This is an optimization exercise on Yosys and OpenROAD, whose aim is small area, not a production implementation. At most, simulation tests tie the RTL to the original design; equivalence was not proved. For runs 4 and 5, only the layout was checked, not whether the RTL still works. The clock port is modelled as an ideal driver; clocking choices that lean on that would not hold on a real chip. No activity file was given, so power comes from the tool's default toggle rates.

`standard.sh`:
```
#!/bin/bash
# synth_recipe.tcl (not shown) runs the flow's synth.tcl, then flattens the netlist and writes it again
# the make line also repeats each setting of config.mk as NAME=value (left out here)
make -C /OpenROAD-flow-scripts/flow DESIGN_CONFIG=/design/flow/config.mk WORK_HOME=/design/flow/orfs CLKGATE_MAP_FILE= SYNTH_SCRIPT=/design/flow/synth_recipe.tcl "${@:-finish}"
```
`design.v`:
```
package hk_pkg;
    localparam int ADR_W = 12;
    localparam int DAT_W = 32;
    localparam logic [DAT_W-1:0] DEVICE_ID = 32'h484B_494F;
    localparam logic [DAT_W-1:0] FW_VERSION = {8'd1, 8'd4, 8'd2, 8'd17};
    localparam int SERIAL_W = 64;
    localparam logic [SERIAL_W-1:0] SERIAL_ID = 64'h5A3C_0F96_1E2D_4B87;
    localparam int CTRL_W = 16;
    localparam int NUM_CLOCKS = 5;
    localparam int MON_GATE_CYCLES = 256;
    localparam int MON_GATE_W = $clog2(MON_GATE_CYCLES);
    localparam int MON_RES_W = 8;
endpackage
`timescale 1ns/1ps
module clock_count_cell (
    input  logic                         clk_i,
    input  logic                         rst_i,
    input  logic                         mon_clk_i,
    input  logic                         win_i,
    output logic [hk_pkg::MON_RES_W-1:0] res_o
);
    logic [6:0] smp_q;
    logic armed_q;
    logic rise;
    logic pulse;
    logic [hk_pkg::MON_RES_W-1:0] cnt_q;
    always_ff @(posedge clk_i) begin
        if (rst_i) begin
            smp_q <= '0;
        end else begin
            smp_q <= {smp_q[5:0], mon_clk_i};
        end
    end
    assign rise  = smp_q[5] && !smp_q[6];
    assign pulse = rise && armed_q;
    always_ff @(posedge clk_i) begin
        if (rst_i) begin
            armed_q <= 1'b0;
        end else if (rise) begin
            armed_q <= 1'b1;
        end
    end
    always_ff @(posedge clk_i) begin
        if (rst_i) begin
            cnt_q <= '0;
        end else if (win_i) begin
            cnt_q <= hk_pkg::MON_RES_W'(pulse);
        end else begin
            cnt_q <= cnt_q + hk_pkg::MON_RES_W'(pulse);
        end
    end
    always_ff @(posedge clk_i) begin
        if (win_i) begin
            res_o <= cnt_q;
        end
    end
endmodule
`timescale 1ns/1ps
module clock_mon (
    input  logic                          clk_i,
    input  logic                          rst_i,
    input  logic [hk_pkg::NUM_CLOCKS-1:0] clk_mon_i,
    output logic [hk_pkg::NUM_CLOCKS*hk_pkg::MON_RES_W-1:0] res_o
);
    logic [hk_pkg::MON_GATE_W-1:0] gate_q;
    logic win;
    always_ff @(posedge clk_i) begin
        if (rst_i) begin
            gate_q <= '0;
        end else begin
            gate_q <= gate_q + 1'b1;
        end
    end
    assign win = (gate_q == hk_pkg::MON_GATE_W'(1));
    for (genvar i = 0; i < hk_pkg::NUM_CLOCKS; i++) begin : g_cell
        clock_count_cell u_cell (
            .clk_i     (clk_i),
            .rst_i     (rst_i),
            .mon_clk_i (clk_mon_i[i]),
            .win_i     (win),
            .res_o     (res_o[i*hk_pkg::MON_RES_W +: hk_pkg::MON_RES_W])
        );
    end
endmodule
`timescale 1ns/1ps
module hk_bus_decode (
    input  logic clk_i,
    input  logic rst_i,
    input  logic cyc_i,
    input  logic stb_i,
    output logic ph1_o,
    output logic ack_o
);
    logic st0_q;
    logic st1_q;
    always_ff @(posedge clk_i) begin
        if (rst_i) begin
            st0_q <= 1'b0;
            st1_q <= 1'b0;
        end else begin
            st0_q <= !st1_q && (st0_q || (cyc_i && stb_i));
            st1_q <= st0_q;
        end
    end
    assign ph1_o = st0_q && !st1_q;
    assign ack_o = st1_q && !st0_q;
endmodule
`timescale 1ns/1ps
module hk_id_regs (
    input  logic                      clk_i,
    input  logic                      rst_i,
    input  logic                      ph1_i,
    input  logic                      ack_i,
    input  logic                      we_i,
    input  logic [hk_pkg::ADR_W-1:0]  adr_i,
    input  logic [31:0]               dat_i,
    output logic                      serial_bit_o,
    output logic [hk_pkg::CTRL_W-1:0] ctrl_o
);
    logic int_slot2;
    logic int_slot3;
    logic [6:0] ptr_q;
    assign int_slot2 = (adr_i[11:6] == 6'd0) && (adr_i[3:2] == 2'd2);
    assign int_slot3 = (adr_i[11:6] == 6'd0) && (adr_i[3:2] == 2'd3);
    always_ff @(posedge clk_i) begin
        if (rst_i) begin
            ctrl_o <= '0;
        end else if (ph1_i && we_i && int_slot3) begin
            ctrl_o <= dat_i[hk_pkg::CTRL_W-1:0];
        end
    end
    always_ff @(posedge clk_i) begin
        if (rst_i) begin
            ptr_q <= '0;
        end else if (ack_i && int_slot2) begin
            if (we_i) begin
                if (dat_i[31]) begin
                    ptr_q <= '0;
                end
            end else if (!ptr_q[6]) begin
                ptr_q <= ptr_q + 1'b1;
            end
        end
    end
    assign serial_bit_o = !ptr_q[6] && hk_pkg::SERIAL_ID[ptr_q[5:0]];
endmodule
`timescale 1ns/1ps
module hk_top (
    input  logic                      clk_i,
    input  logic                      rst_i,
    input  logic                      cyc_i,
    input  logic                      stb_i,
    input  logic                      we_i,
    input  logic [hk_pkg::ADR_W-1:0]  adr_i,
    input  logic [31:0]               dat_i,
    output logic                      ack_o,
    output logic [31:0]               dat_o,
    input  logic                      sys_clk_i,
    input  logic                      gtp_clk_i,
    input  logic                      rx_clk_i,
    input  logic                      rx_clk_x2_i,
    input  logic                      clk200_i,
    output logic [hk_pkg::CTRL_W-1:0] ctrl_o
);
    logic ph1;
    logic serial_bit;
    logic [hk_pkg::NUM_CLOCKS*hk_pkg::MON_RES_W-1:0] res;
    logic [hk_pkg::NUM_CLOCKS-1:0] alive;
    logic [2:0] ch;
    hk_bus_decode u_decode (
        .clk_i (clk_i),
        .rst_i (rst_i),
        .cyc_i (cyc_i),
        .stb_i (stb_i),
        .ph1_o (ph1),
        .ack_o (ack_o)
    );
    hk_id_regs u_id_regs (
        .clk_i        (clk_i),
        .rst_i        (rst_i),
        .ph1_i        (ph1),
        .ack_i        (ack_o),
        .we_i         (we_i),
        .adr_i        (adr_i),
        .dat_i        (dat_i),
        .serial_bit_o (serial_bit),
        .ctrl_o       (ctrl_o)
    );
    clock_mon u_clock_mon (
        .clk_i     (clk_i),
        .rst_i     (rst_i),
        .clk_mon_i ({clk200_i, rx_clk_x2_i, rx_clk_i, gtp_clk_i, sys_clk_i}),
        .res_o     (res)
    );
    for (genvar i = 0; i < hk_pkg::NUM_CLOCKS; i++) begin : g_alive
        assign alive[i] = (res[i*hk_pkg::MON_RES_W +: hk_pkg::MON_RES_W] != '0);
    end
    assign ch = adr_i[4:2];
    always_comb begin
        dat_o = '0;
        if (!we_i && (adr_i[11:6] == 6'd0)) begin
            case (adr_i[3:2])
                2'd0: dat_o = hk_pkg::DEVICE_ID;
                2'd1: dat_o = hk_pkg::FW_VERSION;
                2'd2: dat_o[0] = serial_bit;
                default: dat_o = {11'b0, alive, ctrl_o};
            endcase
        end else if (!we_i && (adr_i[11:6] == 6'd1) && (ch < 3'd5)) begin
            dat_o[hk_pkg::MON_RES_W-1:0] = res[ch*hk_pkg::MON_RES_W +: hk_pkg::MON_RES_W];
        end
    end
endmodule
```
`config.mk`:
```
export PLATFORM = sky130hd
export DESIGN_NAME = hk_top
export DESIGN_NICKNAME = hk_top
export VERILOG_FILES = /design/flow/design.v
export SDC_FILE = /design/flow/constraint.sdc
export NUM_CORES = 4
export LEC_CHECK = 0
export CAP_MARGIN = 20
export CORE_MARGIN = 2
export CORE_UTILIZATION = 40
export SLEW_MARGIN = 20
```
`constraint.sdc`:
```
create_clock -name core_clock -period 10.0 [get_ports {clk_i}]
set_input_delay 2.0000 -clock core_clock [delete_from_list [all_inputs] [get_ports {clk_i}]]
set_output_delay 2.0000 -clock core_clock [all_outputs]
set_load 0.01 [all_outputs]
```
`flow/run.sh`:
```
#!/bin/bash
# Standard layout with a smaller port buffer and a lighter clock tree.
set -euo pipefail
export BUFFER_PORTS_ARGS="-buffer_cell sky130_fd_sc_hd__buf_1"
export CTS_ARGS="-buf_list sky130_fd_sc_hd__clkbuf_4 -sink_clustering_enable -sink_clustering_size 30 -sink_clustering_max_diameter 80 -dont_use_dummy_load"
bash standard.sh > standard.log 2>&1
```
==> impl_metrics.env, run 1 <==
export IMPL_status="complete, no violations"
export IMPL_gr_total_overflow=0
export IMPL_fin_crit_ps=6290
export IMPL_p_leak_nw=2.50
export IMPL_yosysUniqueCellTypes=52
export IMPL_vias_per_cell=5.12
export IMPL_gp_congestion=0.802
export IMPL_synth_top_area_share=0.359
export IMPL_fin_worst_skew_ps=36.8
export IMPL_dp_cells=841
export IMPL_slew_headroom=0.285
export IMPL_synthArstFlopShare=0
export IMPL_grt_first_pass_wirelength_um=20400
export IMPL_drc=0
export IMPL_multi_input_area_um2=2620
export IMPL_crit_fanout=18
export IMPL_cts_buffers=17
export IMPL_hold_ws_ps=421
export IMPL_regArea_um2=3460
export IMPL_worst_pin_slew_ps=1060
export IMPL_p_switching_uw=221
export IMPL_power_internal_uw=751
export IMPL_swShare=0.227
export IMPL_place_ws_ps=3750
export IMPL_hold_class="reg2reg"
export IMPL_fmax_mhz=159
export IMPL_timing_setup_tns_ps=0
export IMPL_clock_sinks=153
export IMPL_holdBufCountCts=0
export IMPL_initial_core_util=0.412
export IMPL_min_period_over_period=0.629
export IMPL_syn_inst=578
export IMPL_wl_per_cell_um=14.5
export IMPL_ctsRootBufferMaster="clkbuf_4"
export IMPL_rows=45
export IMPL_area_growth_pct=8.85
export IMPL_die_y_um=130
export IMPL_synth_edf_count=40
export IMPL_crit_required_ps=8000
export IMPL_cp_data_arrival_time_ps=4290
export IMPL_vias=4390
export IMPL_clk_latency_ps=540
export IMPL_portBuffers=77
export IMPL_htree_levels=4
export IMPL_setup_viol=0
export IMPL_clockPowerShare=0.260
export IMPL_power_density_nw_per_um2=142
export IMPL_ys_seq_elements=153
export IMPL_dpl_cell_area_um2=6730
export IMPL_cts_tree="built"
export IMPL_ctsResizeCount=0
export IMPL_clk_pin_slew_ps=120
export IMPL_mappedNetlistArea_um2=6300
export IMPL_die_area_um2=16800
export IMPL_hpwl_um=8880
export IMPL_cap_violations=0
export IMPL_fill_cells=1468
export IMPL_cp_start_kind="primary input"
export IMPL_final_area_um2=6860
export IMPL_cp_end_kind="output port"
export IMPL_fin_cells=858
export IMPL_grt_pass1_vias=4330
export IMPL_finalHoldViolCount=0
export IMPL_postCtsSetupRepairBufs=0
export IMPL_synth_ff_type="dfxtp_1"
export IMPL_pwr_share_seq=0.683
export IMPL_die_w_um=130
export IMPL_grt_setup_unrepaired="false"
export IMPL_drive_above_1_share=0.0587
export IMPL_final_common_cell="dfxtp_1"
export IMPL_final_cell_mix="113 x dfxtp_1, 80 x nor2_1, 76 x buf_1, 42 x nor2b_1, 40 x edfxtp_1"
export IMPL_fin_nets=724
export IMPL_fin_ws_ps=3710
export IMPL_drtIter0Drc=326
export IMPL_grt_usage=0.156
export IMPL_num_io_pins=103
export IMPL_yosys_area_top_type="dfxtp_1"
export IMPL_grt_max_degree=79
export IMPL_ys_top_cells_by_area="dfxtp_1 36%, edfxtp_1 19%, nor2_1 4.8%, mux2i_1 4.6%, ha_1 4.2%"
export IMPL_combPwrFrac=0.057
export IMPL_syn_avg_cell_area_um2=10.9
export IMPL_drv_slew=0
export IMPL_finalWirelength_um=12400
export IMPL_antenna_found_initial=0
export IMPL_dr_pass1_iters=5
export IMPL_fp_coreArea_um2=15300
export IMPL_antenna_diode_count=0
export IMPL_clockBufferDepth=2
export IMPL_critical_path_class="in2out"
export IMPL_yosys_warnings=5
export IMPL_ant_nets=0
export IMPL_ys_seq_area_frac=0.549
export IMPL_peakVddDrop_uv=78.4
## path summary, 6_finish.rpt
check / from / endpoint / slack (ps) / cells after the start
max: adr_i[3] / dat_o[16] / 3710 / 5
min: u_clock_mon.g_cell[2].u_cell.smp_q[3]$_SDFF_PP0_ / u_clock_mon.g_cell[2].u_cell.smp_q[4]$_SDFF_PP0_ / 420 / 1
max reg2reg: u_clock_mon.gate_q[0]$_SDFF_PP0_ / u_clock_mon.g_cell[4].u_cell.res_o[0]$_DFFE_PP_ / 7500 / 5
min reg2reg: u_clock_mon.g_cell[2].u_cell.smp_q[3]$_SDFF_PP0_ / u_clock_mon.g_cell[2].u_cell.smp_q[4]$_SDFF_PP0_ / 420 / 1
## layout make-up
type                            instances  area share
Sequential cell                       153       0.505
Multi-Input combinational cell        380       0.382
Timing Repair Buffer                   82      0.0478
Tap cell                              211      0.0385
Inverter                               15     0.00821
Clock buffer                           17      0.0186
## metal layers
metal  GRT usage  share of wire  up-vias
met5           0              0        -
met4      0.0544          0.011        0
met3      0.0458          0.057       11
met2       0.274           0.49      141
met1       0.181           0.44     2088
li1            -              -     2150
## registers in the layout, indices dropped and copies added (netlist names), 5 cells and up
signal                             flops
u_clock_mon.gate_q                     8
u_clock_mon.g_cell.u_cell.cnt_q       40
u_clock_mon.g_cell.u_cell.res_o       40
u_id_regs.ctrl_o                      16
u_clock_mon.g_cell.u_cell.smp_q       35
u_clock_mon.g_cell.u_cell.armed_q      5
u_id_regs.ptr_q                        7
## metrics by stage
step           utilization  total power, mW
6_report             0.448            0.971
5_1_grt              0.448             1.01
4_1_cts              0.448            0.986
3_5_place_dp         0.440            0.735
3_3_place_gp         0.440            0.734
2_1_floorplan            -            0.714
## power groups by stage
stage                     Combinational (mW)  Sequential (mW)  Clock, mW
after floorplan                       0.0416            0.673          0
after global placement                0.0564            0.677          0
after detailed placement              0.0571            0.678          0
after CTS                             0.0574            0.664      0.265
after global routing                  0.0631            0.666      0.285
final                                 0.0558            0.663      0.252
## cells by family after synthesis
kind of cell,count (synthesis),share of synthesized area
simple gates,226,0.189
other cells,1,0.000595
fa+ha+maj,21,0.0417
mux,38,0.0782
compound gates,52,0.0534
flops,153,0.549
xor+xnor,36,0.0500
buf+inv,51,0.0381
## worst max-delay path, stage by stage
cell and delay (ps):
buf_1 680, and2_0 690, o21ai_0 420, a31oi_1 310
buf_1 190
## synth_stat cells, drive strengths merged, types with 6 or more instances
cell type,instances
dfxtp,113
nor2,80
nor2b,42
edfxtp,40
mux2i,29
and3,24
xor2,23
nand3,22
ha,21
clkbuf,19
a21oi,18
buf,17
inv,15
nor4,13
xnor2,13
nand2,11
mux4,9
nor3,9
a31oi,8
nand4,7
o22ai,6
==> inputs of run 2 (changes only) <==
==> run.sh (new file) <==
#!/bin/bash
# synth_recipe.tcl (not shown) runs the flow's synth.tcl, then flattens the netlist and writes it again
# the make line also repeats each setting of config.mk as NAME=value (left out here)
make -C /OpenROAD-flow-scripts/flow DESIGN_CONFIG=/design/flow/config.mk WORK_HOME=/design/flow/orfs CLKGATE_MAP_FILE= SYNTH_SCRIPT=/design/flow/synth_recipe.tcl finish
removed: flow/run.sh
removed: standard.sh
==> run 2 against run 1 <==
  * Register-to-register slack got worse by 80 ps
  * Setup slack worse by 930 ps
  * Sequential cell count unchanged
  * Design area grew 14%
  * Largest cell class unchanged
  * Via count barely moved
==> impl_metrics.env, run 2 <==
export IMPL_finalWirelength_um=13100
export IMPL_synth_most_common_cell="dfxtp_1"
export IMPL_dp_cells=840
export IMPL_cts_buffers=17
export IMPL_cp_start_kind="primary input"
export IMPL_cp_common_cell="clkdlybuf4s50_1"
export IMPL_ys_top_cells_by_area="dfxtp_1 36%, edfxtp_1 19%, nor2_1 4.8%, mux2i_1 4.6%, ha_1 4.2%"
export IMPL_drtIter0Drc=247
export IMPL_antenna_diode_count=0
export IMPL_fin_nets=724
export IMPL_crit_required_ps=8000
export IMPL_timing_setup_tns_ps=0
export IMPL_die_w_um=130
export IMPL_initial_core_util=0.412
export IMPL_ys_seq_elements=153
export IMPL_final_cell_mix="113 x dfxtp_1, 80 x nor2_1, 76 x clkdlybuf4s50_1, 42 x nor2b_1, 40 x edfxtp_1"
export IMPL_place_ws_ps=2790
export IMPL_ctsRootBufferMaster="clkbuf_16"
export IMPL_drive_above_1_share=0.0741
export IMPL_swShare=0.208
export IMPL_synth_edf_count=40
export IMPL_pwr_share_seq=0.477
export IMPL_reg_largest_list="u_clock_mon.g_cell.u_cell.cnt_q: 40 flops, u_clock_mon.g_cell.u_cell.res_o: 40 flops, u_clock_mon.g_cell.u_cell.smp_q: 35 flops"
export IMPL_dr_pass1_iters=4
export IMPL_worst_pin_slew_ps=1080
export IMPL_fmax_mhz=138
export IMPL_htree_levels=4
export IMPL_cp_end_kind="output port"
export IMPL_hpwl_um=9070
export IMPL_yosys_top_cells_count="113 x dfxtp_1, 80 x nor2_1, 42 x nor2b_1"
export IMPL_num_io_pins=103
export IMPL_drv_slew=0
export IMPL_clk_pin_slew_ps=60
export IMPL_synth_top_area_share=0.359
export IMPL_yosys_warnings=5
export IMPL_finalHoldViolCount=0
export IMPL_grt_setup_unrepaired="false"
export IMPL_min_period_over_period=0.722
export IMPL_crit_buf_inv=2
export IMPL_ys_seq_area_frac=0.549
export IMPL_grt_first_pass_wirelength_um=21000
export IMPL_crit_fanout=18
export IMPL_vias=4387
export IMPL_setup_viol=0
export IMPL_grt_pass1_vias=4233
export IMPL_crit_path_cell_trace="clkdlybuf4s50_1, and2_0, o21ai_0, a31oi_1, clkdlybuf4s50_1"
export IMPL_synthArstFlopShare=0
export IMPL_combPwrFrac=0.048
export IMPL_p_switching_uw=289
export IMPL_area_growth_pct=24.4
export IMPL_grt_max_degree=79
export IMPL_final_area_um2=7840
export IMPL_clk_latency_ps=420
export IMPL_fin_worst_skew_ps=13.1
export IMPL_postCtsSetupRepairBufs=0
export IMPL_fin_cells=872
export IMPL_antenna_found_initial=0
export IMPL_power_density_nw_per_um2=178
export IMPL_cap_violations=0
export IMPL_peakVddDrop_uv=113
export IMPL_power_internal_mw=1.10
export IMPL_yosysUniqueCellTypes=52
export IMPL_fp_coreArea_um2=15300
export IMPL_post_route_util=0.512
export IMPL_grt_usage=0.163
export IMPL_clockBufferDepth=2
export IMPL_ant_nets=0
export IMPL_syn_inst=578
export IMPL_final_common_cell="dfxtp_1"
export IMPL_p_leak_nw=2.92
export IMPL_die_area_um2=16800
export IMPL_crit_path_max_incr_delay_ps=1140
export IMPL_yosys_area_top_type="dfxtp_1"
export IMPL_drc=0
export IMPL_vias_per_cell=5.03
export IMPL_slew_headroom=0.277
export IMPL_dpl_cell_area_um2=7200
export IMPL_clockPowerShare=0.475
export IMPL_mappedNetlistArea_um2=6300
export IMPL_wl_per_cell_um=15.0
export IMPL_die_y_um=130
export IMPL_gp_congestion=0.842
export IMPL_path_delay_family="buffers and inverters"
export IMPL_cp_data_arrival_time_ps=5220
export IMPL_gr_total_overflow=0
export IMPL_status="complete, no violations"
export IMPL_fin_ws_ps=2780
export IMPL_clock_sinks=153
export IMPL_ctsResizeCount=0
export IMPL_fin_crit_ps=7220
export IMPL_critical_path_class="in2out"
export IMPL_portBuffers=77
export IMPL_synth_ff_type="dfxtp_1"
export IMPL_syn_avg_cell_area_um2=10.9
export IMPL_hold_class="reg2reg"
export IMPL_cts_tree="built"
export IMPL_holdBufCountCts=0
export IMPL_rows=45
export IMPL_slowest_stage="clkdlybuf4s50_1"
[run 2: kinds of logic after synthesis]
kind of cell / share of synthesized area
other: 0.000595
XOR/XNOR: 0.0500
AND/OR/NAND/NOR: 0.189
flip-flops: 0.549
buffers and inverters: 0.0381
AO/OA/AOI/OAI: 0.0534
adder cells (fa/ha/maj): 0.0417
multiplexers: 0.0782
[run 2: path summary, 6_finish.rpt]
check / startpoint / end / slack, ps / cells past startpoint
max: adr_i[2] / dat_o[16] / 2780 / 5
min: u_clock_mon.g_cell[0].u_cell.smp_q[0]$_SDFF_PP0_ / u_clock_mon.g_cell[0].u_cell.smp_q[1]$_SDFF_PP0_ / 430 / 1
min reg2reg: u_clock_mon.g_cell[0].u_cell.smp_q[0]$_SDFF_PP0_ / u_clock_mon.g_cell[0].u_cell.smp_q[1]$_SDFF_PP0_ / 430 / 1
max reg2reg: u_clock_mon.gate_q[0]$_SDFF_PP0_ / u_clock_mon.g_cell[2].u_cell.res_o[6]$_DFFE_PP_ / 7420 / 5
[run 2: layer usage]
metal | wire (um) | global-route usage | vias to the layer above
li1 | - | - | 2149
met1 | 5690 | 0.197 | 2078
met2 | 6260 | 0.273 | 146
met3 | 939 | 0.0528 | 14
met4 | 181 | 0.0601 | 0
met5 | 0 | 0 | -
[run 2: metrics by stage]
stage	power [mW]	hold WS [ps]
2_1_floorplan	0.714	414
3_3_place_gp	0.742	418
3_5_place_dp	0.743	421
4_1_cts	1.41	436
5_1_grt	1.45	448
6_report	1.39	433
[run 2: area by class of cell]
cell class	count	area, um^2
tap	211	264
inverter	15	56.3
multi-input combinational	380	2620
sequential	153	3460
timing repair buffer	82	811
clock buffer	24	526
fill	1358	7470
clock inverter	7	100
[run 2: power groups by stage]
stage	combinational [mW]	clock, mW	sequential, mW
after floorplan	0.0416	0	0.673
after global placement	0.0650	0	0.677
after detailed placement	0.0657	0	0.677
after CTS	0.0663	0.678	0.664
after global routing	0.0731	0.709	0.666
final	0.0664	0.662	0.665
==> inputs of run 3 (changes only) <==
--- a/design.v
+++ b/design.v
@@ -16,6 +16,7 @@
     input  logic                         clk_i,
     input  logic                         rst_i,
     input  logic                         mon_clk_i,
+    input  logic                         blank_i,
     input  logic                         win_i,
     output logic [hk_pkg::MON_RES_W-1:0] res_o
 );
@@ -26,17 +27,20 @@
     logic [hk_pkg::MON_RES_W-1:0] cnt_q;
     always_ff @(posedge clk_i) begin
         if (rst_i) begin
-            smp_q <= '0;
-        end else begin
-            smp_q <= {smp_q[5:0], mon_clk_i};
-        end
+            smp_q[0] <= 1'b0;
+        end else begin
+            smp_q[0] <= mon_clk_i;
+        end
+    end
+    always_ff @(posedge clk_i) begin
+        smp_q[6:1] <= smp_q[5:0];
     end
     assign rise  = smp_q[5] && !smp_q[6];
     assign pulse = rise && armed_q;
     always_ff @(posedge clk_i) begin
         if (rst_i) begin
             armed_q <= 1'b0;
-        end else if (rise) begin
+        end else if (rise && !blank_i) begin
             armed_q <= 1'b1;
         end
     end
@@ -64,11 +68,19 @@
 );
     logic [hk_pkg::MON_GATE_W-1:0] gate_q;
     logic win;
+    logic blank_q;
     always_ff @(posedge clk_i) begin
         if (rst_i) begin
             gate_q <= '0;
         end else begin
             gate_q <= gate_q + 1'b1;
+        end
+    end
+    always_ff @(posedge clk_i) begin
+        if (rst_i) begin
+            blank_q <= 1'b1;
+        end else if (gate_q == hk_pkg::MON_GATE_W'(4)) begin
+            blank_q <= 1'b0;
         end
     end
     assign win = (gate_q == hk_pkg::MON_GATE_W'(1));
@@ -77,6 +89,7 @@
             .clk_i     (clk_i),
             .rst_i     (rst_i),
             .mon_clk_i (clk_mon_i[i]),
+            .blank_i   (blank_q),
             .win_i     (win),
             .res_o     (res_o[i*hk_pkg::MON_RES_W +: hk_pkg::MON_RES_W])
         );
==> flow/run.sh (new file) <==
#!/bin/bash
# Standard layout with: an area-oriented ABC script and no separate adder
# mapping in synthesis (registers are untouched), a small port buffer, and a
# lighter clock tree.
set -euo pipefail
W=$PWD
export MY_ABC_SCRIPT=$W/flow/area.abc
export BUFFER_PORTS_ARGS="-buffer_cell sky130_fd_sc_hd__buf_1"
export CTS_ARGS="-root_buf sky130_fd_sc_hd__clkbuf_8 -buf_list sky130_fd_sc_hd__clkbuf_4 -sink_clustering_enable -sink_clustering_size 30 -sink_clustering_max_diameter 80 -dont_use_dummy_load"
{ head -n 1 synth_recipe.tcl; cat flow/abc_override.tcl; tail -n +2 synth_recipe.tcl; } > my_synth.tcl
bash standard.sh SYNTH_SCRIPT=$W/my_synth.tcl ADDER_MAP_FILE= finish > standard.log 2>&1
==> flow/abc_override.tcl (new file) <==
# Map with an area-oriented ABC script (flow/area.abc) instead of the speed one
proc abc {args} {
  set i [lsearch -exact $args -script]
  if { $i >= 0 } { lset args [expr {$i + 1}] $::env(MY_ABC_SCRIPT) }
  yosys abc {*}$args
}
==> flow/area.abc (new file) <==
strash; &get -n; &deepsyn -T 20; &put; &get -n; &dch -f; &nf -R 1000 -p; &put
==> standard.sh (new file) <==
#!/bin/bash
# synth_recipe.tcl (not shown) runs the flow's synth.tcl, then flattens the netlist and writes it again
# the make line also repeats each setting of config.mk as NAME=value (left out here)
make -C /OpenROAD-flow-scripts/flow DESIGN_CONFIG=/design/flow/config.mk WORK_HOME=/design/flow/orfs CLKGATE_MAP_FILE= SYNTH_SCRIPT=/design/flow/synth_recipe.tcl "${@:-finish}"
removed: run.sh
==> run 3 against run 2 <==
  * Still clean on timing, DRC and antenna
  * Combinational power shrank 42%
  * Register-to-register slack gained 230 ps
  * First-iteration DRC count shrank 7.3%
  * Power shrank 31%
  * Sequential cell count grew 1
  * Hold slack lost 130 ps
  * Design area shrank 24%
  * Sequential share of layout area grew 14 points
  * Cell count shrank 14%
  * Wire length shrank 16%
==> impl_metrics.env, run 3 <==
export IMPL_cts_tree="built"
export IMPL_fmax_mhz=169
export IMPL_yosysUniqueCellTypes=38
export IMPL_hpwl_um=7770
export IMPL_synth_most_common_cell="dfxtp_1"
export IMPL_gr_total_overflow=0
export IMPL_fill_cells=1257
export IMPL_grt_usage=0.159
export IMPL_ys_seq_area_frac=0.656
export IMPL_drive_above_1_share=0.0419
export IMPL_path_delay_family="simple AND/OR/NAND/NOR gates"
export IMPL_ant_nets=0
export IMPL_finalWirelength_um=10900
export IMPL_synthArstFlopShare=0
export IMPL_wl_per_cell_um=14.6
export IMPL_yosys_area_top_type="dfxtp_1"
export IMPL_final_area_um2=5950
export IMPL_power_density_nw_per_um2=161
export IMPL_final_cell_mix="114 x dfxtp_1, 77 x buf_1, 48 x a21oi_1, 42 x nor3_1, 41 x nor2_1"
export IMPL_drc=0
export IMPL_dpl_cell_area_um2=5810
export IMPL_worst_pin_slew_ps=1030
export IMPL_clk_latency_ps=420
export IMPL_ctsResizeCount=0
export IMPL_clockBufferDepth=2
export IMPL_crit_path_max_incr_delay_ps=420
export IMPL_die_w_um=119
export IMPL_htree_levels=4
export IMPL_crit_required_ps=8000
export IMPL_ys_seq_elements=154
export IMPL_syn_inst=478
export IMPL_cts_buffers=17
export IMPL_portBuffers=77
export IMPL_hold_ws_ps=299
export IMPL_cp_end_kind="output port"
export IMPL_clk_pin_slew_ps=120
export IMPL_grt_max_degree=41
export IMPL_grt_first_pass_wirelength_um=17500
export IMPL_die_area_um2=14200
export IMPL_num_io_pins=103
export IMPL_hold_class="reg2reg"
export IMPL_slew_headroom=0.310
export IMPL_peakVddDrop_uv=87.5
export IMPL_reg_largest_list="u_clock_mon.g_cell.u_cell.cnt_q: 40 flops, u_clock_mon.g_cell.u_cell.res_o: 40 flops, u_clock_mon.g_cell.u_cell.smp_q: 35 flops"
export IMPL_dr_pass1_iters=5
export IMPL_vias=3896
export IMPL_drtIter0Drc=229
export IMPL_post_route_util=0.455
export IMPL_fin_nets=629
export IMPL_gp_congestion=0.931
export IMPL_critical_path_class="in2out"
export IMPL_area_growth_pct=12.1
export IMPL_rows=42
export IMPL_initial_core_util=0.406
export IMPL_die_y_um=119
export IMPL_vias_per_cell=5.20
export IMPL_holdBufCountCts=0
export IMPL_crit_buf_inv=3
export IMPL_fin_crit_ps=5910
export IMPL_fp_coreArea_um2=13100
export IMPL_finalHoldViolCount=0
export IMPL_yosys_top_cells_count="114 x dfxtp_1, 48 x a21oi_1, 42 x nor3_1"
export IMPL_min_period_over_period=0.591
export IMPL_power_uw=961
export IMPL_cp_start_kind="primary input"
export IMPL_cap_violations=0
export IMPL_drv_slew=0
export IMPL_grt_pass1_vias=3559
export IMPL_clock_sinks=154
export IMPL_mappedNetlistArea_um2=5310
export IMPL_crit_path_cell_trace="buf_1, nor2_1, nand2_1, clkinv_1, nor2_1, nand2_1, o21ai_0, o31ai_1, buf_1"
export IMPL_final_common_cell="dfxtp_1"
export IMPL_setup_viol=0
export IMPL_fin_worst_skew_ps=35.5
export IMPL_ctsRootBufferMaster="clkbuf_8"
export IMPL_postCtsSetupRepairBufs=0
export IMPL_crit_fanout=14
export IMPL_slowest_stage="buf_1"
export IMPL_synth_ff_type="dfxtp_1"
export IMPL_grt_setup_unrepaired="false"
export IMPL_antenna_diode_count=0
export IMPL_yosys_warnings=5
export IMPL_antenna_found_initial=0
export IMPL_p_leak_nw=2.19
export IMPL_synth_edf_count=40
export IMPL_ys_top_cells_by_area="dfxtp_1 43%, edfxtp_1 23%, a21oi_1 4.5%, nor3_1 4.0%, and3_1 2.9%"
export IMPL_timing_setup_tns_ps=0
export IMPL_cp_data_arrival_time_ps=3910
export IMPL_syn_avg_cell_area_um2=11.1
export IMPL_synth_top_area_share=0.430
export IMPL_status="complete, no violations"
[run 3: worst reg2reg max path, cell delays in order, from the launching register on]
cell and delay [ps]:
dfxtp_1 330, or3_1 360, nor3_1 230, nand3_1 390, nand2_1 730, nor3_1 160
[run 3: power breakdown]
group | switching [mW] | internal (mW) | leakage, nW
logic | 0.0263 | 0.0120 | 0.785
registers | 0.00982 | 0.657 | 1.33
clock network | 0.172 | 0.0835 | 0.0808
total | 0.208 | 0.752 | 2.19
[run 3: cells by family (layout without fill, tap and decap cells)]
logic type             count (synthesis)  after routing  synth area share
flip-flops                           154            154             0.656
XOR/XNOR                               3              3           0.00495
other                                  1              7          0.000706
multiplexers                           1              1           0.00424
AO/OA/AOI/OAI                        112            112             0.128
buffers and inverters                 16            105            0.0177
AND/OR/NAND/NOR                      191            191             0.188
[run 3: through the flow]
stage,setup WS (ps),instances
4_1_cts,4120,749
3_5_place_dp,4120,732
3_3_place_gp,4150,732
2_1_floorplan,4420,484
5_1_grt,3830,749
6_report,4090,749
[run 3: final cells by class]
class,count,area [um^2],area share
sequential,154,3480,0.585
multi-input combinational,314,1770,0.297
timing repair buffer,81,319,0.0536
tap,176,220,0.0370
clock buffer,17,134,0.0225
inverter,7,26.3,0.00441
[run 3: per-layer routing]
layer  global-route usage  routed length (um)  vias up
met3               0.0441                 707       21
met5                    0                   0        -
li1                     -                   -     1938
met2                0.261                5080      140
met4               0.0699                 213        0
met1                0.195                4930     1797
[run 3: worst paths after layout]
| check | endpoint | start | cells after the start | slack (ps) |
|---|---|---|---|---|
| max reg2reg | u_clock_mon.g_cell[3].u_cell.cnt_q[7]$_SDFF_PP0_ | u_clock_mon.gate_q[3]$_SDFF_PP0_ | 5 | 7650 |
| min reg2reg | u_clock_mon.g_cell[4].u_cell.smp_q[4]$_DFF_P_ | u_clock_mon.g_cell[4].u_cell.smp_q[3]$_DFF_P_ | 0 | 300 |
| max | dat_o[3] | adr_i[3] | 9 | 4090 |
| min | u_clock_mon.g_cell[4].u_cell.smp_q[4]$_DFF_P_ | u_clock_mon.g_cell[4].u_cell.smp_q[3]$_DFF_P_ | 0 | 300 |
==> inputs of run 4 (changes only) <==
--- a/design.v
+++ b/design.v
@@ -66,24 +66,29 @@
     input  logic [hk_pkg::NUM_CLOCKS-1:0] clk_mon_i,
     output logic [hk_pkg::NUM_CLOCKS*hk_pkg::MON_RES_W-1:0] res_o
 );
-    logic [hk_pkg::MON_GATE_W-1:0] gate_q;
+    localparam logic [7:0] GATE_START   = 8'hFF;   
+    localparam logic [7:0] GATE_WIN     = 8'hFE;   
+    localparam logic [7:0] GATE_UNBLANK = 8'hF4;   
+    logic [7:0] gate_q;
+    logic gate_fb;
     logic win;
     logic blank_q;
-    always_ff @(posedge clk_i) begin
-        if (rst_i) begin
-            gate_q <= '0;
-        end else begin
-            gate_q <= gate_q + 1'b1;
+    assign gate_fb = gate_q[7] ^ gate_q[4] ^ gate_q[2] ^ gate_q[0] ^ (gate_q[6:0] == 7'd0);
+    always_ff @(posedge clk_i) begin
+        if (rst_i) begin
+            gate_q <= GATE_START;
+        end else begin
+            gate_q <= {gate_q[6:0], gate_fb};
         end
     end
     always_ff @(posedge clk_i) begin
         if (rst_i) begin
             blank_q <= 1'b1;
-        end else if (gate_q == hk_pkg::MON_GATE_W'(4)) begin
+        end else if (gate_q == GATE_UNBLANK) begin
             blank_q <= 1'b0;
         end
     end
-    assign win = (gate_q == hk_pkg::MON_GATE_W'(1));
+    assign win = (gate_q == GATE_WIN);
     for (genvar i = 0; i < hk_pkg::NUM_CLOCKS; i++) begin : g_cell
         clock_count_cell u_cell (
             .clk_i     (clk_i),
==> flow/run.sh (replaced) <==
#!/bin/bash
# Standard layout with: an area-oriented ABC script and no separate adder
# mapping in synthesis (registers are untouched), a small port buffer, and a
# lighter clock tree.
set -euo pipefail
W=$PWD
export MY_ABC_SCRIPT=$W/flow/area.abc
export BUFFER_PORTS_ARGS="-buffer_cell sky130_fd_sc_hd__buf_1"
export CTS_ARGS="-buf_list sky130_fd_sc_hd__clkbuf_8 -sink_clustering_enable -sink_clustering_size 40 -sink_clustering_max_diameter 100 -dont_use_dummy_load"
{ head -n 1 synth_recipe.tcl; cat flow/abc_override.tcl; tail -n +2 synth_recipe.tcl; } > my_synth.tcl
bash standard.sh SYNTH_SCRIPT=$W/my_synth.tcl ADDER_MAP_FILE= finish > standard.log 2>&1
==> run 4 against run 3 <==
  * Count of clock-buffer cells in the layout stayed put
  * Clock skew decreased by 12 ps
  * Synthesized cell count decreased by 0.63%
  * Fmax grew 0.24%
  * Global-route usage is 0.16 points lower
  * Combinational power is 14% higher
  * Die area fell by 0.18%
  * Core utilization up 0.63 points
  * Critical path depth shrank 1
  * Area after synthesis shrank 0.19%
  * First-iteration DRC count up 10%
  * Design area is 1.4% higher
  * Critical endpoint is now dat_o[1]
  * Largest power group unchanged
  * Highest routed layer unchanged
==> impl_metrics.env, run 4 <==
export IMPL_grt_busiest_layer="met2"
export IMPL_use_met1=0.185
export IMPL_fin_nets=626
export IMPL_final_cell_mix="114 x dfxtp_1, 77 x buf_1, 43 x nor2_1, 40 x edfxtp_1, 39 x a21oi_1"
export IMPL_synth_most_common_cell="dfxtp_1"
export IMPL_fmax_mhz=170
export IMPL_portBuffers=77
export IMPL_drv_slew=0
export IMPL_crit_path_max_incr_delay_ps=500
export IMPL_ctsResizeCount=0
export IMPL_hpwl_um=7700
export IMPL_ys_seq_area_frac=0.657
export IMPL_grt_first_pass_wirelength_um=17300
export IMPL_ys_seq_elements=154
export IMPL_cp_data_arrival_time_ps=3890
export IMPL_yosys_warnings=5
export IMPL_synthAdderAreaFrac=0
export IMPL_mappedNetlistArea_um2=5300
export IMPL_clk_pin_slew_ps=60
export IMPL_synth_compound_area_frac=0.127
export IMPL_die_w_um=119
export IMPL_grt_pass1_vias=3570
export IMPL_reg_largest_list="u_clock_mon.g_cell.u_cell.cnt_q: 40 flops, u_clock_mon.g_cell.u_cell.res_o: 40 flops, u_clock_mon.g_cell.u_cell.smp_q: 35 flops"
export IMPL_wl_per_cell_um=14.4
export IMPL_fin_crit_ps=5890
export IMPL_fp_coreArea_um2=13100
export IMPL_worst_pin_slew_ps=912
export IMPL_synth_top_family_by_area="simple AND/OR/NAND/NOR gates"
export IMPL_synth_edf_count=40
export IMPL_peakVddDrop_uv=93.2
export IMPL_timing_setup_tns_ps=0
export IMPL_initial_core_util=0.405
export IMPL_cp_start_kind="primary input"
export IMPL_p_leak_nw=2.13
export IMPL_drtIter0Drc=252
export IMPL_yosysUniqueCellTypes=35
export IMPL_yosys_top_cells_count="114 x dfxtp_1, 43 x nor2_1, 40 x edfxtp_1"
export IMPL_grt_usage=0.157
export IMPL_synth_top_area_share=0.430
export IMPL_slew_headroom=0.392
export IMPL_rows=42
export IMPL_min_period_over_period=0.589
export IMPL_die_area_um2=14200
export IMPL_cts_buffers=17
export IMPL_clock_sinks=154
export IMPL_gp_congestion=0.892
export IMPL_crit_path_cell_trace="buf_1, nor3_1, nand2_1, nor3_1, and3_1, nor2_1, o21ai_0, buf_1"
export IMPL_critical_path_class="in2out"
export IMPL_vias=3855
export IMPL_postCtsSetupRepairBufs=0
export IMPL_clockBufferDepth=2
export IMPL_antenna_diode_count=0
export IMPL_fin_worst_skew_ps=23.2
export IMPL_ys_top_cells_by_area="dfxtp_1 43%, edfxtp_1 23%, a21oi_1 3.7%, nor3_1 3.4%, nor2_1 3.0%"
export IMPL_die_y_um=119
export IMPL_antenna_found_initial=0
export IMPL_power_density_nw_per_um2=175
export IMPL_syn_avg_cell_area_um2=11.2
export IMPL_yosys_area_share_simple=0.181
export IMPL_vias_per_cell=5.17
export IMPL_dr_pass1_iters=5
export IMPL_crit_required_ps=8000
export IMPL_cap_violations=0
export IMPL_grt_setup_unrepaired="false"
export IMPL_cts_tree="built"
export IMPL_setup_viol=0
export IMPL_synthArstFlopShare=0
export IMPL_met2_usage=0.256
export IMPL_synth_xor_area_frac=0.0165
export IMPL_gr_total_overflow=0
export IMPL_crit_fanout=13
export IMPL_clk_latency_ps=430
export IMPL_syn_inst=475
export IMPL_yosys_area_top_type="dfxtp_1"
export IMPL_final_common_cell="dfxtp_1"
export IMPL_ant_nets=0
export IMPL_slowest_stage="and3_1"
export IMPL_drc=0
export IMPL_status="complete, no violations"
export IMPL_grt_util_met3=0.0498
export IMPL_num_io_pins=103
export IMPL_synth_mux_area_frac=0
export IMPL_cp_end_kind="output port"
export IMPL_post_route_util=0.461
export IMPL_finalHoldViolCount=0
export IMPL_synth_ff_type="dfxtp_1"
export IMPL_finalWirelength_um=10800
export IMPL_drive_above_1_share=0.0386
export IMPL_grt_max_degree=42
export IMPL_ctsRootBufferMaster="clkbuf_8"
export IMPL_hold_class="reg2reg"
export IMPL_htree_levels=4
export IMPL_area_growth_pct=13.9
export IMPL_holdBufCountCts=0
run 4: cell types whose count changed in the layout (fill, tap and decap cells not counted), moves of 5 or more:
cell and change:
nor3b_1 -5, nor2b_1 +7, and3b_1 -5, clkbuf_8 +16, clkbuf_4 -16, and4_1 +5
or2_0 +6, a31oi_1 +5, nor3_1 -6, a21oi_1 -9, xnor2_1 +9, and3_1 -11
run 4: power by group:
group | total, mW | switching (mW) | internal (mW)
Sequential | 0.679 | 0.0136 | 0.665
Combinational | 0.0436 | 0.0306 | 0.0130
Clock | 0.333 | 0.183 | 0.150
Total | 1.06 | 0.228 | 0.828
run 4: final cells by class:
cell class	instances	area, um^2
clock buffer	17	234
sequential	154	3480
inverter	7	26.3
timing repair buffer	81	319
multi-input combinational	311	1750
tap	176	220
fill	1234	7050
run 4: logic make-up after synthesis:
| kind of cell | Yosys count |
|---|---|
| AOI/OAI and AO/OA | 109 |
| and+or+nand+nor | 185 |
| other | 1 |
| DFF | 154 |
| buffers and inverters | 16 |
| xor gates and xnor gates | 10 |
run 4: worst paths after layout:
| kind | startpoint | endpoint | slack, ps | cells past startpoint |
|---|---|---|---|---|
| setup / recovery | adr_i[8] | dat_o[1] | 4110 | 8 |
| hold / removal | u_clock_mon.g_cell[1].u_cell.smp_q[3]$_DFF_P_ | u_clock_mon.g_cell[1].u_cell.smp_q[4]$_DFF_P_ | 330 | 0 |
| setup reg to reg | u_decode.st1_q$_SDFF_PP0_ | u_id_regs.ptr_q[5]$_SDFFE_PP0P_ | 7680 | 9 |
| hold reg to reg | u_clock_mon.g_cell[1].u_cell.smp_q[3]$_DFF_P_ | u_clock_mon.g_cell[1].u_cell.smp_q[4]$_DFF_P_ | 330 | 0 |
run 4: per-stage QoR:
step           hold WS, ps  total power, mW  worst slack, ps  std cells  area (um^2)
2_1_floorplan          310            0.714             4640        481         5320
3_3_place_gp           311            0.735             4170        728         5790
3_5_place_dp           312            0.736             4110        728         5790
4_1_cts                328             1.07             4120        745         6030
5_1_grt                334             1.10             3840        746         6040
6_report               326             1.06             4110        746         6040
run 4: routing by layer:
| layer | up-vias | wire (um) |
|---|---|---|
| li1 | 1901 | - |
| met1 | 1783 | 4800 |
| met2 | 148 | 4990 |
| met3 | 23 | 688 |
| met4 | 0 | 276 |
| met5 | - | 0 |
run 4: worst max-delay path, delay by kind of cell:
kind	cells	cell delay, ps
AOI/OAI and AO/OA	1	240
and+or+nand+nor	5	1400
buffers and inverters	2	240
==> inputs of run 5 (changes only) <==
==> flow/run.sh (replaced) <==
#!/bin/bash
# Standard layout with: an area-oriented ABC script and no separate adder
# mapping in synthesis (registers are untouched), a small port buffer, and a
# lighter clock tree.
set -euo pipefail
W=$PWD
export MY_ABC_SCRIPT=$W/flow/area.abc
export BUFFER_PORTS_ARGS="-buffer_cell sky130_fd_sc_hd__buf_1"
export CTS_ARGS="-buf_list sky130_fd_sc_hd__clkbuf_16 -sink_clustering_enable -sink_clustering_size 50 -sink_clustering_max_diameter 150 -dont_use_dummy_load"
{ head -n 1 synth_recipe.tcl; cat flow/abc_override.tcl; tail -n +2 synth_recipe.tcl; } > my_synth.tcl
bash standard.sh SYNTH_SCRIPT=$W/my_synth.tcl ADDER_MAP_FILE= finish > standard.log 2>&1
==> run 5 against run 4 <==
  * Sequential cell count stayed put
  * Highest routed layer unchanged
  * Combinational power hardly changed
  * Die area stayed put
  * Critical path depth stayed put
  * Largest cell class unchanged
  * Clock power is about 50% higher
  * Hold slack worse by 2.4 ps
  * Critical path type unchanged
  * Power is 16% higher
  * Cell count stayed put
==> impl_metrics.env, run 5 <==
export IMPL_antenna_diode_count=0
export IMPL_finalWirelength_um=10700
export IMPL_drc=0
export IMPL_hold_ws_ps=323
export IMPL_r2r_end="u_id_regs.ptr_q[5]$_SDFFE_PP0P_"
export IMPL_ant_nets=0
export IMPL_cp_end_kind="output port"
export IMPL_crit_fanout=13
export IMPL_cts_buffers=17
export IMPL_hp_start="u_clock_mon.g_cell[1].u_cell.smp_q[3]$_DFF_P_"
export IMPL_peakVddDrop_uv=131
export IMPL_final_cell_mix="114 x dfxtp_1, 77 x buf_1, 43 x nor2_1, 40 x edfxtp_1, 39 x a21oi_1"
export IMPL_mappedNetlistArea_um2=5300
export IMPL_fin_crit_ps=5890
export IMPL_slew_headroom=0.405
export IMPL_hold_end="u_clock_mon.g_cell[1].u_cell.smp_q[4]$_DFF_P_"
export IMPL_portBuffers=77
export IMPL_num_io_pins=103
export IMPL_timing_setup_tns_ps=0
export IMPL_crit_required_ps=8000
export IMPL_grt_max_degree=42
export IMPL_clock_sinks=154
export IMPL_final_area_um2=6230
export IMPL_setup_viol=0
export IMPL_min_period_over_period=0.589
export IMPL_initial_core_util=0.405
export IMPL_clk_latency_ps=410
export IMPL_final_common_cell="dfxtp_1"
export IMPL_grt_pass1_vias=3563
export IMPL_holdBufCountCts=0
export IMPL_area_growth_pct=17.5
export IMPL_dpl_cell_area_um2=5790
export IMPL_critical_path_class="in2out"
export IMPL_drive_above_1_share=0.0386
export IMPL_grt_usage=0.158
export IMPL_synthArstFlopShare=0
export IMPL_drtIter0Drc=232
export IMPL_syn_avg_cell_area_um2=11.2
export IMPL_synth_edf_count=40
export IMPL_finalHoldViolCount=0
export IMPL_gp_congestion=0.892
export IMPL_use_met1=0.188
export IMPL_hpwl_um=7700
export IMPL_cap_violations=0
export IMPL_antenna_found_initial=0
export IMPL_fin_nets=626
export IMPL_worst_pin_slew_ps=892
export IMPL_clockBufferDepth=2
export IMPL_ctsResizeCount=0
export IMPL_ys_seq_elements=154
export IMPL_syn_inst=475
export IMPL_whs_path_depth=0
export IMPL_ys_seq_area_frac=0.657
export IMPL_rrSetupSlack_ps=7680
export IMPL_p_leak_nw=2.22
export IMPL_drv_slew=0
export IMPL_yosys_top_cells_count="114 x dfxtp_1, 43 x nor2_1, 40 x edfxtp_1"
export IMPL_fmax_mhz=170
export IMPL_synth_top_area_share=0.430
export IMPL_yosys_area_top_type="dfxtp_1"
export IMPL_regArea_um2=3480
export IMPL_fill_cells=1217
export IMPL_clk_pin_slew_ps=50
export IMPL_yosys_warnings=5
export IMPL_ctsRootBufferMaster="clkbuf_16"
export IMPL_hold_class="reg2reg"
export IMPL_vias=3870
export IMPL_grt_first_pass_wirelength_um=17300
export IMPL_cp_data_arrival_time_ps=3890
export IMPL_vias_per_cell=5.19
export IMPL_rows=42
export IMPL_postCtsSetupRepairBufs=0
export IMPL_htree_levels=4
export IMPL_ys_top_cells_by_area="dfxtp_1 43%, edfxtp_1 23%, a21oi_1 3.7%, nor3_1 3.4%, nor2_1 3.0%"
export IMPL_grt_busiest_layer="met2"
export IMPL_die_y_um=119
export IMPL_synth_most_common_cell="dfxtp_1"
export IMPL_synth_ff_type="dfxtp_1"
export IMPL_met2_usage=0.254
export IMPL_multi_input_area_um2=1750
export IMPL_die_w_um=119
export IMPL_status="complete, no violations"
export IMPL_cts_tree="built"
export IMPL_fin_worst_skew_ps=15.5
export IMPL_dr_pass1_iters=6
export IMPL_wl_per_cell_um=14.4
export IMPL_power_density_nw_per_um2=196
export IMPL_yosysUniqueCellTypes=35
export IMPL_grt_util_met3=0.0484
export IMPL_grt_setup_unrepaired="false"
export IMPL_r2r_cells=9
export IMPL_cp_start_kind="primary input"
export IMPL_gr_total_overflow=0
export IMPL_r2r_start="u_decode.st1_q$_SDFF_PP0_"
export IMPL_die_area_um2=14200
export IMPL_reg_largest_list="u_clock_mon.g_cell.u_cell.cnt_q: 40 flops, u_clock_mon.g_cell.u_cell.res_o: 40 flops, u_clock_mon.g_cell.u_cell.smp_q: 35 flops"
export IMPL_fp_coreArea_um2=13100
-- run 5: cell types whose count changed in the layout (fill, tap and decap cells not counted) --
| cell | change |
|---|---|
| clkbuf_16 | +17 |
| clkbuf_8 | -17 |
-- run 5: cell families (layout without fill, tap and decap cells) --
logic type                Yosys count  count (layout)  synth area share
and+or+nand+nor                   185             185             0.181
xor gates and xnor gates           10              10            0.0165
other                               1               7          0.000707
DFF                               154             154             0.657
AOI/OAI and AO/OA                 109             109             0.127
buffers and inverters              16             105            0.0177
-- run 5: how the worst max path moves through the flow --
stage,start,endpoint,cells past startpoint
floorplan,adr_i[8],dat_o[1],6
finish,adr_i[8],dat_o[1],8
CTS,adr_i[8],dat_o[1],8
global placement,adr_i[8],dat_o[19],8
global route,adr_i[8],dat_o[1],8
detailed placement,adr_i[8],dat_o[1],8
-- run 5: final cells by class --
| cell class | instances | area share |
|---|---|---|
| Clock buffer | 17 | 0.0683 |
| Inverter | 7 | 0.00422 |
| Timing Repair Buffer | 81 | 0.0512 |
| Tap cell | 176 | 0.0354 |
| Sequential cell | 154 | 0.559 |
| Multi-Input combinational cell | 311 | 0.281 |
-- run 5: per-stage QoR --
| step | instances | total power, mW | utilization | setup WS (ps) |
|---|---|---|---|---|
| finish | 746 | 1.22 | 0.476 | 4110 |
| global route | 746 | 1.27 | 0.476 | 3840 |
| CTS | 745 | 1.24 | 0.475 | 4120 |
| detailed placement | 728 | 0.736 | 0.443 | 4110 |
| global placement | 728 | 0.735 | 0.443 | 4170 |
| floorplan | 481 | 0.714 | - | 4640 |
-- run 5: power breakdown --
part           internal [mW]  switching [mW]  total (mW)
clock                  0.294           0.206       0.500
combinational         0.0130          0.0305      0.0435
sequential             0.667          0.0138       0.680
total                  0.974           0.250        1.22
-- run 5: worst max-delay path, cell delays in order --
cell and delay (ps):
buf_1 70, nor3_1 180, nand2_1 150, nor3_1 370, and3_1 500, nor2_1 210
o21ai_0 240, buf_1 170
-- run 5: layer usage --
| layer | share of wire | wire (um) |
|---|---|---|
| met1 | 0.44 | 4750 |
| met2 | 0.46 | 4930 |
| met3 | 0.067 | 720 |
| met4 | 0.029 | 310 |
| met5 | 0 | 0 |
==> inputs of run 6 (changes only) <==
--- a/design.v
+++ b/design.v
@@ -54,7 +54,9 @@
         end
     end
     always_ff @(posedge clk_i) begin
-        if (win_i) begin
+        if (rst_i) begin
+            res_o <= '0;
+        end else if (win_i) begin
             res_o <= cnt_q;
         end
     end
==> flow/run.sh (replaced) <==
#!/bin/bash
# Standard layout with: an area-oriented ABC script and no separate adder
# mapping in synthesis (registers are untouched), a small port buffer, and a
# lighter clock tree.
set -euo pipefail
W=$PWD
export MY_ABC_SCRIPT=$W/flow/area.abc
export BUFFER_PORTS_ARGS="-buffer_cell sky130_fd_sc_hd__buf_1"
export POST_CTS_TCL=$W/flow/post_cts.tcl
export CTS_ARGS="-root_buf sky130_fd_sc_hd__clkbuf_8 -buf_list sky130_fd_sc_hd__clkbuf_4 -sink_clustering_enable -sink_clustering_size 30 -sink_clustering_max_diameter 80 -dont_use_dummy_load"
{ head -n 1 synth_recipe.tcl; cat flow/abc_override.tcl; tail -n +2 synth_recipe.tcl; } > my_synth.tcl
bash standard.sh SYNTH_SCRIPT=$W/my_synth.tcl ADDER_MAP_FILE= finish > standard.log 2>&1
==> flow/post_cts.tcl (new file) <==
set upsized 0
foreach inst [get_cells -filter "ref_name == sky130_fd_sc_hd__clkbuf_4"] {
  set out [get_pins -of_objects $inst -filter "direction == output"]
  set net [get_nets -of_objects $out]
  set fo [llength [get_pins -of_objects $net -filter "direction == input"]]
  if { $fo >= 11 } {
    replace_cell $inst sky130_fd_sc_hd__clkbuf_8
    incr upsized
  }
}
puts "post_cts: upsized $upsized clock leaf buffers"
if { $upsized > 0 } {
  detailed_placement
  check_placement -verbose
}
==> run 6 against run 5 <==
  * Still clean on timing, DRC and antenna
  * Power fell by 23%
  * Count of clock-buffer cells in the layout stayed put
  * Synthesized cell count increased by 5.3%
  * Largest cell class unchanged
  * Largest power group unchanged
==> impl_metrics.env, run 6 <==
export IMPL_crit_required_ps=8000
export IMPL_grt_setup_unrepaired="false"
export IMPL_finalHoldViolCount=0
export IMPL_fin_worst_skew_ps=29.6
export IMPL_hold_end="u_clock_mon.g_cell[4].u_cell.smp_q[1]$_DFF_P_"
export IMPL_hold_class="reg2reg"
export IMPL_gp_congestion=0.792
export IMPL_wl_per_cell_um=15.3
export IMPL_drc=0
export IMPL_fin_nets=653
export IMPL_r2r_end="u_clock_mon.g_cell[0].u_cell.cnt_q[7]$_SDFF_PP0_"
export IMPL_dr_pass1_iters=6
export IMPL_ys_seq_elements=154
export IMPL_ys_top_cells_by_area="dfxtp_1 59%, a22o_1 9.4%, a21oi_1 4.3%, nor3_1 3.0%, nor2_1 2.8%"
export IMPL_rrSetupSlack_ps=7730
export IMPL_drive_above_1_share=0.0452
export IMPL_p_leak_nw=2.17
export IMPL_synth_most_common_cell="dfxtp_1"
export IMPL_hold_ws_ps=318
export IMPL_yosys_warnings=5
export IMPL_synth_ff_type="dfxtp_1"
export IMPL_synth_edf_count=0
export IMPL_synthAdderAreaFrac=0
export IMPL_antenna_found_initial=0
export IMPL_antenna_diode_count=0
export IMPL_area_growth_pct=13.3
export IMPL_drtIter0Drc=270
export IMPL_syn_inst=500
export IMPL_die_y_um=118
export IMPL_yosysUniqueCellTypes=35
export IMPL_fmax_mhz=162
export IMPL_min_period_over_period=0.617
export IMPL_cts_tree="built"
export IMPL_grt_pass1_vias=3809
export IMPL_yosys_area_share_simple=0.172
export IMPL_power_density_nw_per_um2=160
export IMPL_grt_util_met3=0.0560
export IMPL_clk_latency_ps=420
export IMPL_rows=41
export IMPL_gr_total_overflow=0
export IMPL_hpwl_um=8210
export IMPL_cp_data_arrival_time_ps=4170
export IMPL_r2r_start="u_clock_mon.gate_q[2]$_SDFF_PP1_"
export IMPL_met2_usage=0.272
export IMPL_peakVddDrop_uv=106
export IMPL_clock_sinks=154
export IMPL_portBuffers=77
export IMPL_worst_pin_slew_ps=944
export IMPL_cap_violations=0
export IMPL_r2r_cells=5
export IMPL_crit_fanout=10
export IMPL_slew_headroom=0.369
export IMPL_num_io_pins=103
export IMPL_fin_crit_ps=6170
export IMPL_ant_nets=0
export IMPL_vias=4147
export IMPL_vias_per_cell=5.39
export IMPL_mappedNetlistArea_um2=5230
export IMPL_grt_first_pass_wirelength_um=19300
export IMPL_timing_setup_tns_ps=0
export IMPL_fp_coreArea_um2=12700
export IMPL_whs_path_depth=0
export IMPL_initial_core_util=0.412
export IMPL_setup_viol=0
export IMPL_die_w_um=118
export IMPL_yosys_top_cells_count="154 x dfxtp_1, 56 x a22o_1, 45 x a21oi_1"
export IMPL_use_met1=0.229
export IMPL_critical_path_class="in2out"
export IMPL_synth_top_family_by_area="compound AO/OA/AOI/OAI gates"
export IMPL_die_area_um2=14000
export IMPL_finalWirelength_um=11700
export IMPL_synth_compound_area_frac=0.215
export IMPL_cp_start_kind="primary input"
export IMPL_clk_pin_slew_ps=80
export IMPL_synth_mux_area_frac=0
export IMPL_grt_busiest_layer="met2"
export IMPL_status="complete, no violations"
export IMPL_synth_top_area_share=0.590
export IMPL_synthArstFlopShare=0
export IMPL_cp_end_kind="output port"
export IMPL_syn_avg_cell_area_um2=10.5
export IMPL_synth_xor_area_frac=0.00670
export IMPL_yosys_area_top_type="dfxtp_1"
export IMPL_post_route_util=0.467
export IMPL_final_area_um2=5920
export IMPL_final_cell_mix="154 x dfxtp_1, 77 x buf_1, 56 x a22o_1, 45 x a21oi_1, 37 x nor2_1"
export IMPL_dpl_cell_area_um2=5750
export IMPL_final_common_cell="dfxtp_1"
export IMPL_drv_slew=0
export IMPL_grt_usage=0.175
export IMPL_ys_seq_area_frac=0.590
export IMPL_hp_start="u_clock_mon.g_cell[4].u_cell.smp_q[0]$_SDFF_PP0_"
export IMPL_reg_largest_list="u_clock_mon.g_cell.u_cell.cnt_q: 40 flops, u_clock_mon.g_cell.u_cell.res_o: 40 flops, u_clock_mon.g_cell.u_cell.smp_q: 35 flops"
export IMPL_grt_max_degree=61
run 6: changes by cell type after synthesis, moves of 6 or more:
| cell | before | now |
|---|---|---|
| a22o_1 | 16 | 56 |
| dfxtp_1 | 114 | 154 |
| edfxtp_1 | 40 | 0 |
| nand2_1 | 24 | 4 |
| a22oi_1 | 0 | 11 |
| nor2b_1 | 18 | 11 |
| a21oi_1 | 39 | 45 |
| nor3b_1 | 0 | 6 |
| o22ai_1 | 10 | 4 |
| xnor2_1 | 10 | 4 |
run 6: logic make-up (layout without fill, tap and decap cells):
logic type,count (synthesis),after routing
other cells,1,7
simple gates,164,164
buf+inv,13,104
xor+xnor,4,4
compound gates,164,164
flops,154,154
run 6: worst max-delay path by stage:
stage,endpoint,startpoint,depth (start not counted),slack [ps]
2_1_floorplan,dat_o[16],adr_i[8],5,4330
3_3_place_gp,dat_o[3],adr_i[8],7,3910
3_5_place_dp,dat_o[2],adr_i[3],6,3860
5_1_grt,dat_o[3],adr_i[8],7,3590
6_report,dat_o[2],adr_i[3],6,3830
run 6: cell type report:
cell class	instances	area (um^2)
Sequential cell	154	3080
Multi-Input combinational cell	339	2110
Fill cell	1219	6750
Clock buffer	17	165
Inverter	4	15.0
Timing Repair Buffer	83	334
Tap cell	172	215
run 6: layer usage:
metal  up-vias  routed length (um)
met2       122                5350
met5         -                   0
met1      1960                5520
met3        10                 759
met4         0                 109
li1       2055                   -
run 6: power breakdown:
group | internal [mW] | switching, mW
clock | 0.104 | 0.175
sequential | 0.622 | 0.00344
combinational | 0.0111 | 0.0293
total | 0.737 | 0.207
run 6: critical path, stage by stage:
cell      delay, ps
buf_1           230
or2_0           440
nor3b_1         820
a221oi_1        280
nand3_1         200
buf_1           180
run 6: per-stage QoR:
stage | total power, mW | std cells | setup slack [ps]
floorplan | 0.662 | 506 | 4330
detailed placement | 0.680 | 752 | 3860
finish | 0.945 | 769 | 3830
global route | 0.988 | 769 | 3590
global placement | 0.679 | 752 | 3910
==> inputs of run 7 (changes only) <==
--- a/design.v
+++ b/design.v
@@ -50,7 +50,8 @@
         end else if (win_i) begin
             cnt_q <= hk_pkg::MON_RES_W'(pulse);
         end else begin
-            cnt_q <= cnt_q + hk_pkg::MON_RES_W'(pulse);
+            cnt_q[hk_pkg::MON_RES_W-2:0] <= cnt_q[hk_pkg::MON_RES_W-2:0] + (hk_pkg::MON_RES_W-1)'(pulse);
+            cnt_q[hk_pkg::MON_RES_W-1] <= cnt_q[hk_pkg::MON_RES_W-1] || (pulse && (&cnt_q[hk_pkg::MON_RES_W-2:0]));
         end
     end
     always_ff @(posedge clk_i) begin
==> run 7 against run 6 <==
  * Area after synthesis shrank 0.26%
  * Register-to-register slack got worse by 440 ps
  * Hold slack better by 1.6 ps
  * Count of clock-buffer cells in the layout unchanged
  * Clock skew rose by 3.1 ps
  * Power rose by 0.86%
  * Largest cell class unchanged
  * Cell count shrank 1.2%
  * Sequential power about the same
  * First-iteration DRC count down 12%
  * Synthesized cell count down 1.0%
  * Largest power group unchanged
  * Global-route usage down 0.44 points
  * Wire length is 0.83% lower
==> impl_metrics.env, run 7 <==
export IMPL_status="complete, no violations"
export IMPL_synth_edf_count=0
export IMPL_yosys_top_cells_count="154 x dfxtp_1, 56 x a22o_1, 49 x nor2_1"
export IMPL_fill_cells=1248
export IMPL_clk_latency_ps=430
export IMPL_drtIter0Drc=237
export IMPL_syn_avg_cell_area_um2=10.5
export IMPL_synth_most_common_cell="dfxtp_1"
export IMPL_regArea_um2=3080
export IMPL_mappedNetlistArea_um2=5210
export IMPL_wl_per_cell_um=15.3
export IMPL_yosysUniqueCellTypes=34
export IMPL_clockPowerShare=0.300
export IMPL_swShare=0.222
export IMPL_dr_pass1_iters=5
export IMPL_slew_headroom=0.358
export IMPL_final_area_um2=5890
export IMPL_drc=0
export IMPL_clock_sinks=154
export IMPL_crit_fanout=11
export IMPL_fin_nets=644
export IMPL_vias_per_cell=5.45
export IMPL_yosys_warnings=5
export IMPL_num_io_pins=103
export IMPL_antenna_diode_count=0
export IMPL_die_y_um=118
export IMPL_antenna_found_initial=0
export IMPL_clk_pin_slew_ps=70
export IMPL_cp_data_arrival_time_ps=4150
export IMPL_ys_seq_area_frac=0.591
export IMPL_fmax_mhz=163
export IMPL_vias=4143
export IMPL_grt_usage=0.170
export IMPL_yosys_area_top_type="dfxtp_1"
export IMPL_p_switching_uw=212
export IMPL_fin_worst_skew_ps=32.7
export IMPL_critical_path_class="in2out"
export IMPL_finalHoldViolCount=0
export IMPL_final_cell_mix="154 x dfxtp_1, 77 x buf_1, 56 x a22o_1, 46 x nor2_1, 42 x a21oi_1"
export IMPL_area_growth_pct=13.0
export IMPL_drv_slew=0
export IMPL_reg_largest_list="u_clock_mon.g_cell.u_cell.cnt_q: 40 flops, u_clock_mon.g_cell.u_cell.res_o: 40 flops, u_clock_mon.g_cell.u_cell.smp_q: 35 flops"
export IMPL_combPwrFrac=0.044
export IMPL_min_period_over_period=0.615
export IMPL_p_leak_nw=2.18
export IMPL_grt_first_pass_wirelength_um=19100
export IMPL_drive_above_1_share=0.0408
export IMPL_rows=41
export IMPL_final_common_cell="dfxtp_1"
export IMPL_die_w_um=118
export IMPL_cp_end_kind="output port"
export IMPL_portBuffers=77
export IMPL_finalWirelength_um=11600
export IMPL_multi_input_area_um2=2090
export IMPL_hpwl_um=7990
export IMPL_ys_top_cells_by_area="dfxtp_1 59%, a22o_1 9.4%, a21oi_1 4.0%, nor2_1 3.5%, nor3_1 2.9%"
export IMPL_fin_crit_ps=6150
export IMPL_synth_ff_type="dfxtp_1"
export IMPL_setup_viol=0
export IMPL_grt_pass1_vias=3821
export IMPL_ant_nets=0
export IMPL_cp_start_kind="primary input"
export IMPL_initial_core_util=0.411
export IMPL_syn_inst=495
export IMPL_synth_top_area_share=0.591
export IMPL_peakVddDrop_uv=112
export IMPL_gp_congestion=0.857
export IMPL_ys_seq_elements=154
export IMPL_power_density_nw_per_um2=162
export IMPL_grt_setup_unrepaired="false"
export IMPL_worst_pin_slew_ps=963
export IMPL_dpl_cell_area_um2=5710
export IMPL_fp_coreArea_um2=12700
export IMPL_hold_class="reg2reg"
export IMPL_cts_tree="built"
export IMPL_grt_max_degree=56
export IMPL_crit_required_ps=8000
export IMPL_synthArstFlopShare=0
export IMPL_timing_setup_tns_ps=0
export IMPL_gr_total_overflow=0
export IMPL_pwr_share_seq=0.656
export IMPL_die_area_um2=14000
export IMPL_post_route_util=0.465
export IMPL_power_internal_uw=741
export IMPL_cap_violations=0
run 7: path summary, 6_finish.rpt:
| kind | from | endpoint | slack, ps | cells after the start |
|---|---|---|---|---|
| hold / removal | u_clock_mon.g_cell[2].u_cell.smp_q[2]$_DFF_P_ | u_clock_mon.g_cell[2].u_cell.smp_q[3]$_DFF_P_ | 320 | 0 |
| hold reg to reg | u_clock_mon.g_cell[2].u_cell.smp_q[2]$_DFF_P_ | u_clock_mon.g_cell[2].u_cell.smp_q[3]$_DFF_P_ | 320 | 0 |
| setup / recovery | adr_i[8] | dat_o[17] | 3850 | 9 |
| setup reg to reg | u_clock_mon.gate_q[0]$_SDFF_PP1_ | u_clock_mon.g_cell[4].u_cell.res_o[1]$_SDFFE_PP0P_ | 7290 | 5 |
run 7: area by class of cell:
type,count,share of cell area
Sequential cell,154,0.523
Multi-Input combinational cell,331,0.355
Timing Repair Buffer,79,0.0516
Tap cell,172,0.0365
Clock buffer,17,0.0291
Inverter,7,0.00446
run 7: metrics by stage:
stage               power (mW)  hold WS, ps  instances  worst slack (ps)
detailed placement       0.681          312        743              3640
floorplan                0.662          310        501              4030
global route             0.995          334        760              3620
global placement         0.680          310        743              3660
finish                   0.953          319        760              3850
run 7: per-layer routing:
metal | wire length (um) | GRT usage
met2 | 5460 | 0.259
met4 | 245 | 0.0715
met5 | 0 | 0
met3 | 606 | 0.0512
met1 | 5330 | 0.225
run 7: kinds of logic after synthesis:
group           Yosys count  synth area share
compound gates          166             0.227
simple gates            155             0.158
flops                   154             0.591
buf+inv                  16            0.0180
xor+xnor                  3           0.00504
other cells               1          0.000719
run 7: worst max-delay path, cell delays in order:
cell	delay, ps
buf_1	70
nor3_1	170
nand2_1	120
nor2_1	240
nand3b_1	230
nor2b_1	630
nor2_1	260
a31oi_1	200
buf_1	220
run 7: power groups by stage:
stage,logic [mW],registers [mW],clock network [mW]
final,0.0418,0.625,0.286
after global routing,0.0468,0.626,0.322
after detailed placement,0.0416,0.639,0
after global placement,0.0411,0.639,0
after floorplan,0.0242,0.638,0

## static timing again, ports no longer ideal
The results above use ideal ports. As a check the final layouts listed here were re-extracted and re-timed, cells and wires unchanged.
Step 1, drivers: a clkbuf_16 drives clk_i and a buf_2 each remaining input, both assumed.
Step 2 adds t to the input delays and takes it off the output delays; t is the mean of the earliest and latest rising clock arrival at the registers after step 1. Input paths then give back, and output paths get back, about the clock's delay inside the block.
a / b / c = ideal / step 1 / step 2; a / b = the first two.
| run | t (ns) | slack for setup (ns) | worst data-port slew with drivers (ns) | cell pins on the clock port's net |
|---|---|---|---|---|
| run 1 | 0.551 | 3.711 / 3.677 / 3.677 | 0.04 | 1 |
| run 2 | 0.449 | 2.780 / 2.755 / 2.755 | 0.05 | 1 |
| run 3 | 0.438 | 4.093 / 4.068 / 4.068 | 0.04 | 1 |
| run 4 | 0.456 | 4.107 / 4.087 / 4.087 | 0.04 | 1 |
| run 5 | 0.443 | 4.112 / 4.092 / 4.092 | 0.04 | 1 |
| run 6 | 0.444 | 3.829 / 3.807 / 3.807 | 0.04 | 1 |
| run 7 | 0.454 | 3.848 / 3.818 / 3.818 | 0.04 | 1 |
After both steps setup and hold are still met in every run listed. The setup slack of run 1, which loses most, moves by -0.034 ns with the drivers and by -0.034 ns with both steps.
